What follows belongs to an exercise in optimizing a design on an open flow for small area; a production flow would make more cautious choices.
In this exercise RTL edits were held to simulation tests only and were not proved equivalent to the original.
Power is estimated from default activity; no workload was simulated.

[flow/flow/run.sh]
#!/bin/bash
set -euo pipefail
LIB=$FLOW_HOME/platforms/sky130hd/lib/sky130_fd_sc_hd__tt_025C_1v80.lib
RES=orfs/results/sky130hd/radio_frontend_top/base
CONE_DELAY=${CONE_DELAY:-1600}
SEEDS=${SEEDS:-1 2 3 4}
export BUFFER_PORTS_ARGS="-buffer_cell sky130_fd_sc_hd__buf_1"
export CTS_ARGS="-sink_clustering_enable -repair_clock_nets -dont_use_dummy_load -buf_list sky130_fd_sc_hd__clkbuf_8 -sink_clustering_size 16 -sink_clustering_max_diameter 60"

bash standard.sh synth > log_standard_synth.log 2>&1

mkdir -p models alt
python3 flow/mkmodels.py $LIB models/comb.v models/seq.v > log_mkmodels.log 2>&1
cp $RES/1_2_yosys.v alt/standard.v
python3 flow/tagq.py alt/standard.v alt/standard_tagged.v > log_tagq_standard.log 2>&1

# alt_synth.tcl: synth_recipe.tcl with the ABC hook sourced first
{ echo "source $PWD/flow/abc_hook.tcl"; cat synth_recipe.tcl; } > alt/alt_synth.tcl

pids=()
for seed in $SEEDS; do
  sed "s/SEED/$seed/" flow/area.abc > alt/area_s$seed.abc
  sed -e "s/SEED/$seed/" -e "s/DELAY/$CONE_DELAY/" flow/cone.abc > alt/cone_s$seed.abc
  sed -e "s#WORK_HOME=\([^ ]*\)/orfs #WORK_HOME=\1/orfs_alt$seed #" \
      -e "s#SYNTH_SCRIPT=[^ ]*#SYNTH_SCRIPT=$PWD/alt/alt_synth.tcl#" standard.sh > alt/synth_s$seed.sh
  ( ALT_ABC_SCRIPT=$PWD/alt/area_s$seed.abc ALT_CONE_SCRIPT=$PWD/alt/cone_s$seed.abc \
      bash alt/synth_s$seed.sh synth > log_alt_synth_s$seed.log 2>&1 || true ) &
  pids+=($!)
done
wait "${pids[@]}" || true

best=""; best_area=""
for seed in $SEEDS; do
  f=orfs_alt$seed/results/sky130hd/radio_frontend_top/base/1_2_yosys.v
  st=orfs_alt$seed/reports/sky130hd/radio_frontend_top/base/synth_stat.txt
  [[ -s $f && -s $st ]] || { echo "seed $seed: no netlist" >> log_alt_summary.log; continue; }
  if ! python3 flow/regs.py alt/standard.v $f > log_regs_s$seed.log 2>&1; then
    echo "seed $seed: registers differ, dropped" >> log_alt_summary.log; continue
  fi
  python3 flow/tagq.py $f alt/tagged_s$seed.v > log_tagq_s$seed.log 2>&1
  sed -e "s#GOLD#alt/standard_tagged.v#" -e "s#GATE#alt/tagged_s$seed.v#" flow/eq.ys > alt/eq_s$seed.ys
  if yosys -s alt/eq_s$seed.ys > log_eq_s$seed.log 2>&1; then
    a=$(grep "Chip area" $st | head -1 | awk '{print $NF}')
    echo "seed $seed: area $a, same registers, equivalent" >> log_alt_summary.log
    if [[ -z "$best" ]] || awk "BEGIN{exit !($a < $best_area)}"; then best=$f; best_area=$a; fi
  else
    echo "seed $seed: NOT equivalent, dropped" >> log_alt_summary.log
  fi
done

if [[ -n "$best" ]]; then
  echo "using $best ($best_area)" >> log_alt_summary.log
  cp alt/standard.v $RES/1_2_yosys.standard.v
  cp $best $RES/1_2_yosys.v
  rm -f $RES/1_synth.odb $RES/1_synth.sdc
else
  echo "keeping the standard netlist" >> log_alt_summary.log
fi

bash standard.sh > log_standard_flow.log 2>&1
[flow/flow/abc_hook.tcl]
# Sourced by alt_synth.tcl (synth_recipe.tcl with this file sourced first):
# the standard synthesis, with the script of its one ABC mapping step
# replaced. Registers are mapped before ABC runs, so they come out the same.
# With ALT_CONE_SCRIPT set, the input cone of o_rx_data (combinational after
# its registers) is mapped first with that script.
proc abc {args} {
  set i [lsearch -exact $args -script]
  if { $i < 0 } {
    yosys abc {*}$args
    return
  }
  if { [info exists ::env(ALT_CONE_SCRIPT)] && $::env(ALT_CONE_SCRIPT) ne "" } {
    set cone_args $args
    lset cone_args [expr { $i + 1 }] $::env(ALT_CONE_SCRIPT)
    yosys select -set rx_cone o:o_rx_data %cie*
    yosys abc {*}$cone_args @rx_cone
    yosys select -clear
  }
  lset args [expr { $i + 1 }] $::env(ALT_ABC_SCRIPT)
  yosys abc {*}$args
}
[flow/flow/area.abc]
strash
&get -n
&deepsyn -T 60 -S SEED
&put
dch -f
amap
topo
[flow/flow/cone.abc]
strash
&get -n
&deepsyn -T 20 -S SEED
&put
dch -f
map -D DELAY
topo
[flow/flow/dont_use.txt]
sky130_fd_sc_hd__lpflow_bleeder_1
sky130_fd_sc_hd__lpflow_clkbufkapwr_1
sky130_fd_sc_hd__lpflow_clkbufkapwr_16
sky130_fd_sc_hd__lpflow_clkbufkapwr_2
sky130_fd_sc_hd__lpflow_clkbufkapwr_4
sky130_fd_sc_hd__lpflow_clkbufkapwr_8
sky130_fd_sc_hd__lpflow_clkinvkapwr_1
sky130_fd_sc_hd__lpflow_clkinvkapwr_16
sky130_fd_sc_hd__lpflow_clkinvkapwr_2
sky130_fd_sc_hd__lpflow_clkinvkapwr_4
sky130_fd_sc_hd__lpflow_clkinvkapwr_8
sky130_fd_sc_hd__lpflow_decapkapwr_12
sky130_fd_sc_hd__lpflow_decapkapwr_3
sky130_fd_sc_hd__lpflow_decapkapwr_4
sky130_fd_sc_hd__lpflow_decapkapwr_6
sky130_fd_sc_hd__lpflow_decapkapwr_8
sky130_fd_sc_hd__lpflow_inputiso0n_1
sky130_fd_sc_hd__lpflow_inputiso0p_1
sky130_fd_sc_hd__lpflow_inputiso1n_1
sky130_fd_sc_hd__lpflow_inputiso1p_1
sky130_fd_sc_hd__lpflow_inputisolatch_1
sky130_fd_sc_hd__lpflow_isobufsrc_1
sky130_fd_sc_hd__lpflow_isobufsrc_16
sky130_fd_sc_hd__lpflow_isobufsrc_2
sky130_fd_sc_hd__lpflow_isobufsrc_4
sky130_fd_sc_hd__lpflow_isobufsrc_8
sky130_fd_sc_hd__lpflow_isobufsrckapwr_16
sky130_fd_sc_hd__lpflow_lsbuf_lh_hl_isowell_tap_1
sky130_fd_sc_hd__lpflow_lsbuf_lh_hl_isowell_tap_2
sky130_fd_sc_hd__lpflow_lsbuf_lh_hl_isowell_tap_4
sky130_fd_sc_hd__lpflow_lsbuf_lh_isowell_4
sky130_fd_sc_hd__lpflow_lsbuf_lh_isowell_tap_1
sky130_fd_sc_hd__lpflow_lsbuf_lh_isowell_tap_2
sky130_fd_sc_hd__lpflow_lsbuf_lh_isowell_tap_4
sky130_fd_sc_hd__probe_p_8
sky130_fd_sc_hd__probec_p_8
[flow/flow/eq.ys]
# Prove the re-mapped netlist equals the standard one, register for register
# (registers matched by cell name through the __q wires tagq.py adds).
read_verilog flow/flops.v
read_verilog models/comb.v
read_verilog GOLD
rename radio_frontend_top gold
read_verilog GATE
rename radio_frontend_top gate
hierarchy -check
rename -hide gold/w:* gold/i:* %d gold/o:* %d gold/w:*__q %d
rename -hide gate/w:* gate/i:* %d gate/o:* %d gate/w:*__q %d
proc
flatten
rename -hide w:*.*
opt_clean
equiv_make gold gate equiv
hierarchy -top equiv
equiv_simple
equiv_induct
equiv_status -assert
[flow/flow/flops.v]
module sky130_fd_sc_hd__dfxtp_1(input CLK, input D, output reg Q); always @(posedge CLK) Q <= D; endmodule
module sky130_fd_sc_hd__edfxtp_1(input CLK, input D, input DE, output reg Q); always @(posedge CLK) if (DE) Q <= D; endmodule
module sky130_fd_sc_hd__conb_1(output HI, output LO); assign HI = 1'b1; assign LO = 1'b0; endmodule
[flow/flow/mkmodels.py]
# Write Verilog models of the platform's combinational cells (one output with a
# function) so Yosys can flatten a mapped netlist's gates back into logic.
import re, sys
lib = open(sys.argv[1]).read()
out = open(sys.argv[2], 'w')
seq = open(sys.argv[3], 'w')
for m in re.finditer(r'\n\s*cell \("(\w+)"\)\s*\{', lib):
    name = m.group(1)
    # body: up to next top-level cell
    start = m.end()
    nxt = re.search(r'\n\s*cell \("', lib[start:])
    body = lib[start: start + nxt.start()] if nxt else lib[start:]
    pins = re.findall(r'\n\s*pin \("(\w+)"\)\s*\{(.*?)\n\s{8}\}', body, re.S)
    ins, outs = [], []
    for p, pb in pins:
        d = re.search(r'direction\s*:\s*"?(\w+)"?', pb)
        if not d: continue
        if d.group(1) == 'input': ins.append(p)
        elif d.group(1) == 'output':
            f = re.search(r'function\s*:\s*"([^"]*)"', pb)
            outs.append((p, f.group(1) if f else None))
    is_seq = re.search(r'\n\s*(ff|latch|statetable)\s*\(', body)
    if is_seq or not outs or any(f is None or 'VPWR' in f for _, f in outs) or not ins:
        ins = list(dict.fromkeys(ins)); outs = list(dict((o,f) for o,f in outs).items())
        ports = ins + [o for o, _ in outs]
        seq.write('(* blackbox *)\nmodule %s(%s);\n' % (name, ', '.join(ports)))
        for i in ins: seq.write('  input %s;\n' % i)
        for o, _ in outs: seq.write('  output %s;\n' % o)
        seq.write('endmodule\n')
        continue
    out.write('module %s(%s);\n' % (name, ', '.join(ins + [o for o, _ in outs])))
    for i in ins: out.write('  input %s;\n' % i)
    for o, f in outs:
        e = f.replace('!', '~')
        e = re.sub(r'\)\s*\(', ') & (', e)
        out.write('  output %s;\n  assign %s = %s;\n' % (o, o, e))
    out.write('endmodule\n')
[flow/flow/regs.py]
# Exit 0 if two mapped netlists have the same register cells: names and types
# (drive strength aside).
import re, sys
def regs(f):
    src = open(f).read()
    r = {}
    for m in re.finditer(r'\n\s*sky130_fd_sc_hd__(\w*df\w*?)_\d+\s+(\\\S+|\w+)\s*\(', src):
        r[m.group(2)] = m.group(1)
    return r
a, b = regs(sys.argv[1]), regs(sys.argv[2])
print(len(a), 'and', len(b), 'registers')
sys.exit(0 if a == b and a else 1)
[flow/flow/tagq.py]
# Copy a mapped netlist, adding for each register cell a wire named after the
# cell ("<cell>__q") tied to its Q net, so two netlists can be matched register
# by register whatever their nets are called.
import re, sys
src = open(sys.argv[1]).read()
inst = re.compile(r'\n(\s*)(sky130_fd_sc_hd__\w*df\w*)\s+(\\\S+|\w+)\s*\((.*?)\);', re.S)
adds = []
for m in inst.finditer(src):
    name = m.group(3).lstrip('\\')
    q = re.search(r'\.Q\((.*?)\)\s*(,|$)', m.group(4), re.S)
    if not q:
        continue
    adds.append('  wire \\%s__q ;\n  assign \\%s__q  = %s ;\n' % (name, name, q.group(1).strip()))
i = src.rindex('endmodule')
open(sys.argv[2], 'w').write(src[:i] + ''.join(adds) + src[i:])
print(len(adds), 'registers tagged')
[flow/standard.sh]
#!/bin/bash
# synth_recipe.tcl (not shown) runs the flow's synth.tcl, then flattens the netlist and writes it again
# the make line also repeats each setting of config.mk as NAME=value (left out here)
make -C /OpenROAD-flow-scripts/flow DESIGN_CONFIG=/design/flow/config.mk WORK_HOME=/design/flow/orfs CLKGATE_MAP_FILE= SYNTH_SCRIPT=/design/flow/synth_recipe.tcl "${@:-finish}"
[flow/config.mk]
export PLATFORM = sky130hd
export DESIGN_NAME = radio_frontend_top
export DESIGN_NICKNAME = radio_frontend_top
export VERILOG_FILES = /design/flow/design.v
export SDC_FILE = /design/flow/constraint.sdc
export NUM_CORES = 4
export LEC_CHECK = 0
export CAP_MARGIN = 20
export CORE_MARGIN = 2
export CORE_UTILIZATION = 40
export SLEW_MARGIN = 20
[flow/constraint.sdc]
create_clock -name core_clock -period 5.0 [get_ports {radio_clk}]
set_input_delay 1.0000 -clock core_clock [delete_from_list [all_inputs] [get_ports {radio_clk}]]
set_output_delay 1.0000 -clock core_clock [all_outputs]
set_load 0.01 [all_outputs]
[flow/design.v]
package radio_pkg;
   localparam int SAMPLE_W = 32;                   
   localparam int IQ_W     = SAMPLE_W / 2;         
   localparam int SET_W    = 41;                   
   localparam int FE_W     = 3;                    
   localparam int ATR_W    = 160;                  
   localparam logic [IQ_W-1:0] IQ_MIN = {1'b1, {(IQ_W-1){1'b0}}};
   localparam logic [IQ_W-1:0] IQ_MAX = {1'b0, {(IQ_W-1){1'b1}}};
   localparam logic [7:0] SR_DB_BASE        = 8'd160;
   localparam logic [7:0] SR_GPIO_IDLE      = SR_DB_BASE + 8'd0;
   localparam logic [7:0] SR_GPIO_RX        = SR_DB_BASE + 8'd1;
   localparam logic [7:0] SR_GPIO_TX        = SR_DB_BASE + 8'd2;
   localparam logic [7:0] SR_GPIO_FDX       = SR_DB_BASE + 8'd3;
   localparam logic [7:0] SR_GPIO_DDR       = SR_DB_BASE + 8'd4;
   localparam logic [7:0] SR_MISC_OUT       = SR_DB_BASE + 8'd5;
   localparam logic [7:0] SR_TX_FE_BASE     = 8'd208;
   localparam logic [7:0] SR_RX_FE_BASE     = 8'd224;
   localparam logic [7:0] SR_FE_CHAN_OFFSET = 8'd16;    
   localparam logic [7:0] RB_DB_BASE  = 8'd16;
   localparam logic [7:0] RB_GPIO_IN  = RB_DB_BASE + 8'd0;
   localparam logic [7:0] RB_MISC_IN  = RB_DB_BASE + 8'd1;
   localparam logic [7:0] RB_MISC_OUT = RB_DB_BASE + 8'd2;
endpackage
import radio_pkg::*;
module radio_frontend_top
(
   input  logic          radio_clk,
   input  logic          i_reset,
   input  logic [40:0]   i_set,        
   input  logic          i_rb_stb,
   input  logic [7:0]    i_rb_addr,
   input  logic          i_run_rx,
   input  logic          i_run_tx,
   input  logic          i_rx_stb,
   input  logic [31:0]   i_rx_data,    
   input  logic          i_tx_stb,
   input  logic [31:0]   i_tx_data,
   input  logic [31:0]   i_db_gpio_in,
   input  logic [31:0]   i_misc_in,
   output logic          o_rb_valid,
   output logic [31:0]   o_rb_data,
   output logic [1:0]    o_rx_stb,
   output logic [63:0]   o_rx_data,
   output logic [0:0]    o_tx_stb,
   output logic [31:0]   o_tx_data,
   output logic [31:0]   o_db_gpio_out,
   output logic [31:0]   o_db_gpio_ddr,
   output logic [2:0]    o_radio_led,
   output logic [31:0]   o_misc_out
);
   wire        set_stb  = i_set[40];
   wire [7:0]  set_addr = i_set[39:32];
   wire [31:0] set_data = i_set[31:0];
   wire hit_db = (set_addr[7:3] == 5'b10100) & ~(set_addr[2] & set_addr[1]);
   wire hit_fe = (set_addr[7:6] == 2'b11) & (set_addr[3:0] == 4'd0) & (set_addr[5:4] != 2'd0);
   logic [31:0] pend_data;
   logic [2:0]  pend_idx;     
   logic        pend_db, pend_fe;
   always_ff @(posedge radio_clk)
   begin
      pend_data <= set_data;
      pend_idx  <= {set_addr[2],
                    set_addr[1] | (set_addr[6] & set_addr[5]),
                    set_addr[0] | (set_addr[6] & set_addr[4])};
      if (i_reset)
      begin
         pend_db <= 1'b0;
         pend_fe <= 1'b0;
      end
      else
      begin
         pend_db <= set_stb & hit_db;
         pend_fe <= set_stb & hit_fe;
      end
   end
   wire [31:0] wdata = i_reset ? 32'd0 : pend_data;
   wire we_idle = pend_db & (pend_idx == 3'd0);
   wire we_rx   = pend_db & (pend_idx == 3'd1);
   wire we_tx   = pend_db & (pend_idx == 3'd2);
   wire we_fdx  = pend_db & (pend_idx == 3'd3);
   wire we_ddr  = pend_db & (pend_idx == 3'd4);
   wire we_misc = pend_db & (pend_idx == 3'd5);
   wire we_rx0  = pend_fe & (pend_idx[1:0] == 2'd2);
   wire we_rx1  = pend_fe & (pend_idx[1:0] == 2'd3);
   logic [31:0] atr_idle, atr_rx, atr_tx, atr_fdx, ddr, misc;
   logic [2:0]  fe_tx, fe_rx0, fe_rx1;
   always_ff @(posedge radio_clk)
   begin
      if (i_reset)
         fe_tx <= 3'd0;
      else if (set_stb & (set_addr == SR_TX_FE_BASE))
         fe_tx <= set_data[2:0];
   end
   always_ff @(posedge radio_clk)
   begin
      if (i_reset | we_idle) atr_idle <= wdata;
      if (i_reset | we_rx)   atr_rx   <= wdata;
      if (i_reset | we_tx)   atr_tx   <= wdata;
      if (i_reset | we_fdx)  atr_fdx  <= wdata;
      if (i_reset | we_ddr)  ddr      <= wdata;
      if (i_reset | we_misc) misc     <= wdata;
      if (i_reset | we_rx0)  fe_rx0   <= wdata[2:0];
      if (i_reset | we_rx1)  fe_rx1   <= wdata[2:0];
   end
   logic run_rx_r, run_tx_r;
   always_ff @(posedge radio_clk)
   begin
      if (i_reset)
      begin
         run_rx_r <= 1'b0;
         run_tx_r <= 1'b0;
      end
      else
      begin
         run_rx_r <= i_run_rx;
         run_tx_r <= i_run_tx;
      end
   end
   always_comb
   begin
      case ({run_tx_r, run_rx_r})
         2'b00:   o_db_gpio_out = atr_idle;
         2'b01:   o_db_gpio_out = atr_rx;
         2'b10:   o_db_gpio_out = atr_tx;
         default: o_db_gpio_out = atr_fdx;
      endcase
   end
   assign o_db_gpio_ddr = ddr;
   assign o_misc_out    = misc;
   assign o_radio_led   = {run_rx_r & ~run_tx_r, run_tx_r, run_rx_r};
   logic [31:0] gpio_s, misc_s, rb_in_n;
   logic        rb_misc;
   always_ff @(posedge radio_clk)
   begin
      gpio_s <= i_db_gpio_in;
      misc_s <= i_misc_in;
      o_rb_valid <= i_rb_stb & ~i_reset;
      rb_misc <= i_rb_addr == RB_MISC_OUT;
      rb_in_n <= ~(({32{i_rb_addr == RB_GPIO_IN}} & gpio_s) |
                   ({32{i_rb_addr == RB_MISC_IN}} & misc_s));
   end
   assign o_rb_data = ~rb_in_n | ({32{rb_misc}} & misc);
   function automatic logic [15:0] flips(input logic [15:0] x);
      logic [15:0] p;
      p[0] = 1'b0;
      for (int i = 1; i < 16; i++)
         p[i] = p[i-1] | x[i-1];
      flips = p | {16{x[15] & ~p[15]}};
   endfunction
   function automatic logic [31:0] correct(input logic [31:0] w, input logic [15:0] fi,
                                           input logic [15:0] fq, input logic [2:0] c);
      logic ni, nq;
      logic [15:0] a, b;
      ni = c[2] ? c[0] : c[1];
      nq = c[2] ? c[1] : c[0];
      a = w[31:16] ^ (fi & {16{ni}});
      b = w[15:0]  ^ (fq & {16{nq}});
      correct = c[2] ? {b, a} : {a, b};
   endfunction
   logic [31:0] rx_r, tx_r;
   logic        rx_stb_r, tx_stb_r;
   always_ff @(posedge radio_clk)
   begin
      rx_r <= i_rx_data;
      tx_r <= correct(i_tx_data, flips(i_tx_data[31:16]), flips(i_tx_data[15:0]), fe_tx);
      rx_stb_r <= i_rx_stb & ~i_reset;
      tx_stb_r <= i_tx_stb & ~i_reset;
   end
   wire [15:0] rx_fi = flips(rx_r[31:16]);
   wire [15:0] rx_fq = flips(rx_r[15:0]);
   assign o_rx_stb  = {2{rx_stb_r}};
   assign o_tx_stb  = tx_stb_r;
   assign o_rx_data = {correct(rx_r, rx_fi, rx_fq, fe_rx1), correct(rx_r, rx_fi, rx_fq, fe_rx0)};
   assign o_tx_data = tx_r;
endmodule
==> impl_metrics.csv, run 1 <==
group,metric,value,unit
status,status,"timing/DRC/antenna clean",
route,avgViaCountPerCell,5.04,
place,hpwl,26.6,mm
worst_hold_path,hold_class,"flop to flop",
route,wirelength,38.3,mm
route,dr.pass1.iters,5,
logic_synthesis,avgSynthCellArea,12.0,sq um
die,die_y,191,um
global_route,antenna_found_initial,1,
worst_setup_path,critPathArrivalTime,3.56,ns
clock_network,clockBufferDepth,3,
timing,drv_slew,0,
clock_network,cts_root_buf,"clkbuf_8",
worst_setup_path,end_kind,"output port",
place,gp_congestion,0.906,
global_route,track_usage,20.4,%
layout,layout_commonest_cell,"buf_1",
clock_network,insertion_delay,0.60,ns
global_route,overflow,0,
clock_network,clk_pin_slew_worst_paths,0.10,ns
layout,area_growth,20.3,%
worst_setup_path,path_max_fanout,5,
timing,whs,0.364,ns
layout,multi_input_area,3690,sq um
clock_network,post_cts_buffers,0,
die,ioPinCount,415,
layout,drive_gt1_share,4.39,%
global_route,grt_pass1_wl,56.6,mm
logic_synthesis,ys_warn_count,1,
layout,final_util,48.9,%
clock_network,cts.sinks,404,
place,dp_cells,2061,
die,dieWidth,191,um
worst_setup_path,crit_path_start_kind,"flop",
clock_network,cts_tree,"done",
flow_run,drv_cap,0,
worst_setup_path,required,4.00,ns
layout,final_cell_mix,"buf_1 (413), dfxtp_1 (206), edfxtp_1 (198)",
global_route,grt_pass1_vias,10200,
timing,final.setup_skew,0.0465,ns
route,antenna_left,0,
die,start_util,40.6,%
clock_network,htree_levels,2,
route,vias,10600,
global_route,grt_max_degree,39,
timing,final-setup-viol-count,0,
timing,rsz0062_at_grt,"false",
power,total_power,0.00612,W
timing,fmax,0.219,GHz
logic_synthesis,syn_area,14000,sq um
worst_setup_path,worstSetupPathType,"flop to output port",
layout,layout.nets,1827,
power,peakVddDrop,251,uV
route,drc_errors,0,
timing,hold_violations,0,
place,io_buffers,414,
die,coreArea,34500,sq um
timing,slew-limit-headroom,30.5,%
power,leakage,5.91,nW
timing,setup-tns-final,0,ns
logic_synthesis,syn_nets,1357,
logic_synthesis,synthCells,1173,
timing,tightest_slew,1.04,ns
layout,stdcell_count,2099,
layout,nFillCells,3268,
clock_network,cts_buffers,34,
route,wire_per_inst,18.2,um
layout,seq_area,10100,sq um
die,die_area,36600,sq um
power,p_per_area,362,nW/um^2
die,std_cell_rows,68,
route,drt_iter0_markers,595,
timing,post-route-min-period,4.56,ns
timing,timing.final.crit_share,91.2,%
## layout make-up
class / count / area share [%]
Clock buffer: 34 / 2.77
Inverter: 88 / 1.96
Tap cell: 455 / 3.37
Timing Repair Buffer: 438 / 10.3
Antenna cell: 3 / 0.0445
Sequential cell: 404 / 59.7
Multi-Input combinational cell: 677 / 21.9
## path summary, 6_finish.rpt
path	start	endpoint	slack [ns]	cells after the start
setup / recovery	rx_r[11]$_DFF_P_	o_rx_data[29]	0.44	18
hold / removal	gpio_s[14]$_DFF_P_	rb_in_n[14]$_DFF_P_	0.36	1
setup reg to reg	fe_tx[2]$_SDFFE_PP0P_	tx_r[14]$_DFF_P_	0.67	25
hold reg to reg	gpio_s[14]$_DFF_P_	rb_in_n[14]$_DFF_P_	0.36	1
## where the power goes
group | switching, W | internal (W)
Sequential | 0.0000798 | 0.00369
Clock | 0.000984 | 0.000612
Combinational | 0.000515 | 0.000242
## through the flow
step | cell area [sq um] | setup slack, ns
2_1_floorplan | 14000 | 0.266
3_3_place_gp | 16400 | 0.317
3_5_place_dp | 16400 | 0.245
4_1_cts | 16900 | 0.331
5_1_grt | 16900 | 0.0151
6_report | 16900 | 0.440
## critical path: stages (launching register included)
cell      delay (ns)
dfxtp_1         0.38
clkinv_1        0.14
nand3_1         0.10
nor3_1          0.04
nand4_1         0.09
nor2_1          0.09
nor4_1          0.47
nand3_1         0.18
nor2_1          0.29
nand2_1         0.14
nor2_1          0.22
nand3_1         0.16
clkinv_1        0.09
nand2_1         0.09
nand2_1         0.09
nand2_1         0.07
nand3_1         0.07
o21ai_0         0.10
buf_1           0.15
## flip-flops by register name, indices dropped and copies added (netlist names), 3 cells and up
signal / cells
rx_r: 32
misc_s: 32
pend_data: 32
tx_r: 32
misc: 32
fe_rx1: 3
rb_in_n: 32
gpio_s: 32
atr_fdx: 32
atr_rx: 32
fe_tx: 3
atr_idle: 32
fe_rx0: 3
atr_tx: 32
pend_idx: 3
ddr: 32
## routing by layer
layer | track usage (%) | share of wire (%) | up-vias
met1 | 24.8 | 41 | 4991
li1 | - | - | 5161
met3 | 5.12 | 6.6 | 83
met4 | 8.31 | 3.3 | 0
met2 | 34.7 | 49 | 349
met5 | 0 | 0 | -
## what timing repair did
action | in CTS | in global routing
gates resized for setup | 0 | 1
hold buffers | 0 | 0
endpoints found under the setup margin | 0 | 2
==> inputs of run 2 (changes only) <==
--- a/flow/design.v
+++ b/flow/design.v
@@ -74,5 +74,4 @@
       end
    end
-   wire [31:0] wdata = i_reset ? 32'd0 : pend_data;
    wire we_idle = pend_db & (pend_idx == 3'd0);
    wire we_rx   = pend_db & (pend_idx == 3'd1);
@@ -83,6 +82,26 @@
    wire we_rx0  = pend_fe & (pend_idx[1:0] == 2'd2);
    wire we_rx1  = pend_fe & (pend_idx[1:0] == 2'd3);
+   function automatic logic [31:0] upd(input logic [31:0] q, input logic we);
+      logic hold, write;
+      hold  = ~i_reset & ~we;
+      write = ~i_reset & we;
+      upd = ({32{hold}} & q) | ({32{write}} & pend_data);
+   endfunction
    logic [31:0] atr_idle, atr_rx, atr_tx, atr_fdx, ddr, misc;
    logic [2:0]  fe_tx, fe_rx0, fe_rx1;
+   logic [31:0] fe_rx0_n, fe_rx1_n;
+   assign fe_rx0_n = upd({29'd0, fe_rx0}, we_rx0);
+   assign fe_rx1_n = upd({29'd0, fe_rx1}, we_rx1);
+   always_ff @(posedge radio_clk)
+   begin
+      atr_idle <= upd(atr_idle, we_idle);
+      atr_rx   <= upd(atr_rx,   we_rx);
+      atr_tx   <= upd(atr_tx,   we_tx);
+      atr_fdx  <= upd(atr_fdx,  we_fdx);
+      ddr      <= upd(ddr,      we_ddr);
+      misc     <= upd(misc,     we_misc);
+      fe_rx0   <= fe_rx0_n[2:0];
+      fe_rx1   <= fe_rx1_n[2:0];
+   end
    always_ff @(posedge radio_clk)
    begin
@@ -91,15 +110,4 @@
       else if (set_stb & (set_addr == SR_TX_FE_BASE))
          fe_tx <= set_data[2:0];
-   end
-   always_ff @(posedge radio_clk)
-   begin
-      if (i_reset | we_idle) atr_idle <= wdata;
-      if (i_reset | we_rx)   atr_rx   <= wdata;
-      if (i_reset | we_tx)   atr_tx   <= wdata;
-      if (i_reset | we_fdx)  atr_fdx  <= wdata;
-      if (i_reset | we_ddr)  ddr      <= wdata;
-      if (i_reset | we_misc) misc     <= wdata;
-      if (i_reset | we_rx0)  fe_rx0   <= wdata[2:0];
-      if (i_reset | we_rx1)  fe_rx1   <= wdata[2:0];
    end
    logic run_rx_r, run_tx_r;
--- a/flow/flow/run.sh
+++ b/flow/flow/run.sh
@@ -4,5 +4,5 @@
 RES=orfs/results/sky130hd/radio_frontend_top/base
 CONE_DELAY=${CONE_DELAY:-1600}
-SEEDS=${SEEDS:-1 2 3 4}
+SEEDS=${SEEDS:-1 2 3 4 5 6 7 8}
 export BUFFER_PORTS_ARGS="-buffer_cell sky130_fd_sc_hd__buf_1"
 export CTS_ARGS="-sink_clustering_enable -repair_clock_nets -dont_use_dummy_load -buf_list sky130_fd_sc_hd__clkbuf_8 -sink_clustering_size 16 -sink_clustering_max_diameter 60"
@@ -27,6 +27,8 @@
       bash alt/synth_s$seed.sh synth > log_alt_synth_s$seed.log 2>&1 || true ) &
   pids+=($!)
+  # at most NUM_CORES syntheses at a time
+  if (( ${#pids[@]} >= ${NUM_CORES:-4} )); then wait "${pids[@]}" || true; pids=(); fi
 done
-wait "${pids[@]}" || true
+if (( ${#pids[@]} )); then wait "${pids[@]}" || true; fi
 
 best=""; best_area=""
==> flow/flow/area.abc (replaced) <==
strash
&get -n
&deepsyn -T 60 -S SEED
&dch -f
&nf -R 1000
&put
topo
==> impl_metrics.csv, run 2 <==
group,metric,value,unit
status,status,"timing/DRC/antenna clean",
worst_setup_path,r2r-end,"tx_r[12]$_DFF_P_",
timing,setup-tns-final,0,ns
power,total_power,0.00534,W
worst_setup_path,crit_chain,"clkinv_1, nand4_1, nor2_1, a21o_2, nor2_1, nand2_1, nor2_1, nand4_1, nor2_1, nand2_1, or2_2, nand2_1, a21oi_1, a21oi_1, mux2i_1, buf_1",
layout,final_util,49.0,%
power,p_seq_share,62.7,%
route,antenna_left,0,
die,ioPinCount,415,
worst_setup_path,worstSetupPathType,"flop to output port",
route,drt_iter0_markers,660,
layout,nFillCells,3224,
flow_run,drv_cap,0,
timing,tightest_slew,1.06,ns
die,start_util,40.6,%
timing,hold_violations,0,
place,dpl-instance-area,16000,sq um
timing,rsz0062_at_grt,"false",
timing,post-route-min-period,4.40,ns
clock_network,cts.sinks,404,
timing,drv_slew,0,
layout,area_growth,20.5,%
global_route,antenna_found_initial,0,
route,dr.pass1.iters,5,
place,gp_congestion,0.871,
power,leakage,6.27,nW
power,p_clk_share,30.5,%
layout,layout_commonest_cell,"buf_1",
global_route,grt_max_degree,69,
logic_synthesis,syn_nets,1521,
layout,layout.nets,1984,
worst_setup_path,reg2reg_slack,1.73,ns
timing,fmax,0.227,GHz
worst_setup_path,rr_startpoint,"fe_tx[2]$_SDFFE_PP0P_",
route,wirelength,41.3,mm
logic_synthesis,ys_warn_count,1,
worst_setup_path,cp-endpoint,"o_rx_data[29]",
worst_hold_path,hold_class,"flop to flop",
worst_setup_path,crit_path_start_kind,"flop",
worst_setup_path,crit_slowest_cell,"dfxtp_1",
worst_setup_path,end_kind,"output port",
global_route,grt_pass1_wl,63.6,mm
die,std_cell_rows,67,
timing,final-setup-viol-count,0,
die,die_area,35700,sq um
route,wire_per_inst,18.4,um
worst_setup_path,path_max_fanout,5,
timing,final.setup_skew,0.0589,ns
power,power_switching,0.00130,W
worst_setup_path,required,4.00,ns
clock_network,cts_buffers,35,
worst_setup_path,crit_top_cell,"nor2_1",
clock_network,post_cts_buffers,0,
global_route,track_usage,22.4,%
timing,slew-limit-headroom,29.1,%
route,drc_errors,0,
logic_synthesis,avgSynthCellArea,10.2,sq um
layout,stdcell_count,2247,
clock_network,cts_root_buf,"clkbuf_8",
clock_network,cts_resized,0,
clock_network,cts_tree,"done",
die,dieWidth,189,um
clock_network,cts_hold_buf,0,
die,die_y,189,um
logic_synthesis,synthCells,1337,
worst_setup_path,ff2ff_path_depth,12,
clock_network,htree_levels,2,
layout,final_cell_mix,"buf_1 (414), dfxtp_1 (402), a22o_1 (201)",
power,intPower,0.00405,W
place,hpwl,27.4,mm
layout,drive_gt1_share,4.23,%
timing,timing.final.crit_share,87.9,%
worst_setup_path,critPathArrivalTime,3.40,ns
power,p_per_area,325,nW/um^2
place,dp_cells,2211,
worst_setup_path,crit_path_max_incr_delay,0.39,ns
global_route,grt_pass1_vias,11500,
die,coreArea,33600,sq um
clock_network,clk_pin_slew_worst_paths,0.08,ns
power,switching_share,24.2,%
place,io_buffers,414,
clock_network,insertion_delay,0.57,ns
global_route,overflow,0,
route,avgViaCountPerCell,5.28,
worst_setup_path,startpoint,"rx_r[6]$_DFF_P_",
route,vias,11900,
layout,design_area,16500,sq um
power,comb_power_share,6.8,%
logic_synthesis,syn_area,13700,sq um
clock_network,clockBufferDepth,3,
power,peakVddDrop,257,uV
## run 2: cell types whose count changed in the layout (fill, tap and decap cells not counted), moves of 26 or more
| cell | change |
|---|---|
| nor2b_1 | -32 |
| nand2_1 | +84 |
| o22ai_1 | -38 |
| dfxtp_1 | +196 |
| a21oi_1 | +26 |
| xor2_1 | +30 |
| edfxtp_1 | -198 |
| a22o_1 | +201 |
| clkinv_1 | -55 |
## run 2: power by group through the flow
| stage | registers [W] | logic [W] | clock network, W |
|---|---|---|---|
| after floorplan | 0.00341 | 0.000178 | 0 |
| after global placement | 0.00342 | 0.000365 | 0 |
| after detailed placement | 0.00342 | 0.000367 | 0 |
| after CTS | 0.00335 | 0.000368 | 0.00170 |
| after global routing | 0.00336 | 0.000402 | 0.00181 |
| final | 0.00335 | 0.000365 | 0.00163 |
## run 2: layout make-up
class | count | area (sq um) | area share (%)
timing repair buffer | 430 | 1670 | 10.2
sequential | 404 | 8090 | 49.1
multi-input combinational | 897 | 5530 | 33.6
tap | 448 | 561 | 3.41
clock buffer | 35 | 482 | 2.93
antenna | 1 | 2.50 | 0.0152
inverter | 32 | 120 | 0.730
## run 2: per-layer routing
layer | track usage, % | wire (um) | vias up
met5 | 0 | 0 | -
met3 | 4.40 | 2670 | 71
met1 | 29.7 | 18600 | 5635
met2 | 36.9 | 19100 | 392
li1 | - | - | 5774
met4 | 7.00 | 944 | 0
## run 2: critical path, delay by kind of cell, from the launching register on
family | cells | cell delay [ns]
AO/OA/AOI/OAI | 3 | 0.40
buffers and inverters | 2 | 0.30
flip-flops | 1 | 0.39
multiplexers | 1 | 0.09
AND/OR/NAND/NOR | 10 | 1.71
## run 2: worst min-delay path by stage
stage | start | to | slack [ns] | depth (start not counted)
detailed placement | misc_s[26]$_DFF_P_ | rb_in_n[26]$_DFF_P_ | 0.40 | 1
CTS | misc_s[23]$_DFF_P_ | rb_in_n[23]$_DFF_P_ | 0.41 | 1
global route | misc_s[24]$_DFF_P_ | rb_in_n[24]$_DFF_P_ | 0.42 | 1
finish | misc_s[23]$_DFF_P_ | rb_in_n[23]$_DFF_P_ | 0.41 | 1
floorplan | misc_s[0]$_DFF_P_ | rb_in_n[0]$_DFF_P_ | 0.39 | 1
global placement | misc_s[25]$_DFF_P_ | rb_in_n[25]$_DFF_P_ | 0.40 | 1
## run 2: per-stage QoR
stage	worst slack, ns	hold slack, ns
3_3_place_gp	1.28	0.396
6_report	0.603	0.412
4_1_cts	0.574	0.413
3_5_place_dp	1.18	0.401
2_1_floorplan	-0.552	0.394
5_1_grt	0.207	0.424
==> inputs of run 3 (changes only) <==
--- a/flow/config.mk
+++ b/flow/config.mk
@@ -8,4 +8,4 @@
 export CAP_MARGIN = 20
 export CORE_MARGIN = 2
-export CORE_UTILIZATION = 40
+export CORE_UTILIZATION = 60
 export SLEW_MARGIN = 20
==> impl_metrics.csv, run 3 <==
group,metric,value,unit
timing,hold_violations,0,
die,die_y,155,um
route,dr.pass1.iters,6,
power,p_per_area,321,nW/um^2
layout,final_cell_mix,"buf_1 (414), dfxtp_1 (403), a22o_1 (201)",
timing,slew-limit-headroom,32.8,%
clock_network,clk_pin_slew_worst_paths,0.10,ns
timing,finalWorstSetupSlack,0.509,ns
layout,design_area,16200,sq um
global_route,grt_pass1_vias,11500,
worst_setup_path,critPathArrivalTime,3.49,ns
status,status,"timing/DRC/antenna clean",
route,antenna_left,0,
worst_hold_path,hold_depth,1,
layout,stdcell_count,2076,
place,io_buffers,414,
clock_network,insertion_delay,0.60,ns
route,wirelength,38.3,mm
logic_synthesis,synthCells,1337,
global_route,gr-usage-met1,39.9,%
logic_synthesis,ys_warn_count,1,
global_route,grt-busiest-layer,"met2",
timing,timing.final.crit_share,89.8,%
global_route,antenna_found_initial,0,
global_route,grtUsageMet2,48.8,%
timing,setup-tns-final,0,ns
worst_setup_path,path_buf_inv,1,
clock_network,post_cts_buffers,0,
worst_setup_path,crit_path_start_kind,"flop",
place,dp_cells,2046,
timing,final.setup_skew,0.0360,ns
worst_setup_path,crit_family,"simple AND/OR/NAND/NOR gates",
route,drt_iter0_markers,844,
die,start_util,60.7,%
layout,final_util,71.8,%
worst_setup_path,crit_path_max_incr_delay,0.42,ns
route,drc_errors,0,
place,hpwl,25.6,mm
worst_setup_path,crit_top_cell,"nor2_1",
die,coreArea,22500,sq um
global_route,track_usage,30.4,%
global_route,grt_max_degree,69,
timing,rsz0062_at_grt,"false",
timing,tightest_slew,1.01,ns
place,dpl_worst_slack,1.19,ns
die,std_cell_rows,55,
logic_synthesis,syn_area,13700,sq um
route,wire_per_inst,18.4,um
clock_network,cts_hold_buf,0,
clock_network,cts_resized,0,
worst_hold_path,hold_class,"flop to flop",
die,dieWidth,155,um
route,avgViaCountPerCell,5.79,
clock_network,cts.sinks,404,
place,gp_congestion,0.931,
flow_run,drv_cap,0,
logic_synthesis,syn_nets,1521,
clock_network,cts_root_buf,"clkbuf_8",
place,dpl-instance-area,15800,sq um
logic_synthesis,avgSynthCellArea,10.2,sq um
global_route,grt_pass1_wl,59.2,mm
worst_setup_path,crit_chain,"nor3_1, nand3_1, nor2_1, a21o_2, nor2_1, nand2_1, nor2_1, nand4_1, nor2_1, nand2_1, or2_2, nand2_1, a21oi_1, a21oi_1, mux2i_1, buf_1",
power,peakVddDrop,307,uV
worst_setup_path,worstSetupPathType,"flop to output port",
worst_setup_path,end_kind,"output port",
worst_setup_path,crit_cells,16,
die,die_area,24000,sq um
worst_setup_path,ff2ff_path_depth,12,
layout,nFillCells,1797,
power,leakage,6.22,nW
global_route,overflow,0,
clock_network,clockBufferDepth,3,
timing,final-setup-viol-count,0,
clock_network,cts_buffers,30,
worst_setup_path,crit_slowest_cell,"dfxtp_1",
layout,layout.nets,1977,
layout,drive_gt1_share,3.69,%
worst_setup_path,path_max_fanout,6,
layout,antenna_cells,0,
die,ioPinCount,415,
worst_setup_path,required,4.00,ns
clock_network,htree_levels,1,
layout,layout_commonest_cell,"buf_1",
timing,drv_slew,0,
timing,fmax,0.223,GHz
clock_network,cts_tree,"done",
route,vias,12000,
timing,post-route-min-period,4.49,ns
global_route,grt_use_met3,7.05,%
layout,area_growth,18.3,%
[run 3: routing by layer]
| metal | wire length [um] | share of wire, % |
|---|---|---|
| met5 | 0 | 0 |
| met4 | 1650 | 4.3 |
| met3 | 3110 | 8.1 |
| met2 | 17400 | 45 |
| met1 | 16100 | 42 |
[run 3: cell type report]
type	count	area [sq um]	share of cell area (%)
Timing Repair Buffer	428	1660	10.3
Sequential cell	404	8090	50.0
Inverter	32	120	0.743
Multi-Input combinational cell	897	5530	34.2
Tap cell	285	357	2.21
Clock buffer	30	413	2.55
[run 3: worst paths after layout]
kind                            slack, ns                 end                   from
worst max-delay path                 0.51       o_rx_data[61]       rx_r[13]$_DFF_P_
worst min-delay path                 0.40  rb_in_n[1]$_DFF_P_      misc_s[1]$_DFF_P_
worst max register to register       1.74    tx_r[12]$_DFF_P_  fe_tx[2]$_SDFFE_PP0P_
worst min register to register       0.40  rb_in_n[1]$_DFF_P_      misc_s[1]$_DFF_P_
[run 3: metrics by stage]
| stage | hold slack, ns | total power, W |
|---|---|---|
| 2_1_floorplan | 0.394 | 0.00359 |
| 3_3_place_gp | 0.395 | 0.00377 |
| 3_5_place_dp | 0.399 | 0.00378 |
| 4_1_cts | 0.402 | 0.00521 |
| 5_1_grt | 0.423 | 0.00538 |
| 6_report | 0.404 | 0.00519 |
[run 3: where the power goes]
| part | switching [W] | total [W] | internal [W] | leakage, nW |
|---|---|---|---|---|
| clock network | 0.000949 | 0.00148 | 0.000535 | 0.216 |
| logic | 0.000233 | 0.000362 | 0.000129 | 2.69 |
| registers | 0.0000575 | 0.00335 | 0.00329 | 3.32 |
| total | 0.00124 | 0.00519 | 0.00395 | 6.22 |
[run 3: worst reg2reg max path, cell delays in order (launching register included)]
cell     delay, ns
dfxtp_2       0.32
buf_4         0.47
mux2_1        0.62
nand2_1       0.15
nor2_1        0.10
o31a_1        0.28
o31ai_1       0.31
nand2_1       0.11
or2_0         0.25
o21ai_0       0.21
xnor2_1       0.17
nor2_1        0.06
a21oi_1       0.13

## separate check: timing with driven ports
How much do the figures lean on ideal ports? The routed layouts below were timed once more, with nothing changed but the port constraints. Step 1 (the two cells are an assumption about what drives the block):
set clk [get_ports {radio_clk}]
set_driving_cell -lib_cell sky130_fd_sc_hd__clkbuf_16 $clk
set_driving_cell -lib_cell sky130_fd_sc_hd__buf_2 [delete_from_list [all_inputs] $clk]
Step 2, shift: input delay + t, output delay - t, t = (earliest + latest rising clock arrival at the registers) / 2. This alone moves slack from input paths to output paths. Slacks: ideal / step 1 / step 2; pairs: ideal / step 1.
| run | shift t [ns] | setup slack, ns | hold WS [ns] | slew at the worst register clock pin (ns) |
|---|---|---|---|---|
| run 1 | 0.629 | 0.440 / 0.391 / 0.178 | 0.364 / 0.364 / 0.364 | 0.10 / 0.10 |
| run 2 | 0.576 | 0.603 / 0.558 / 1.133 | 0.412 / 0.412 / 0.412 | 0.10 / 0.10 |
| run 3 | 0.627 | 0.509 / 0.466 / 1.093 | 0.404 / 0.404 / 0.404 | 0.10 / 0.10 |
After both steps every run listed still meets setup and hold. The setup slack of run 1, which loses most, moves by -0.049 ns with the drivers and by -0.262 ns with both steps.
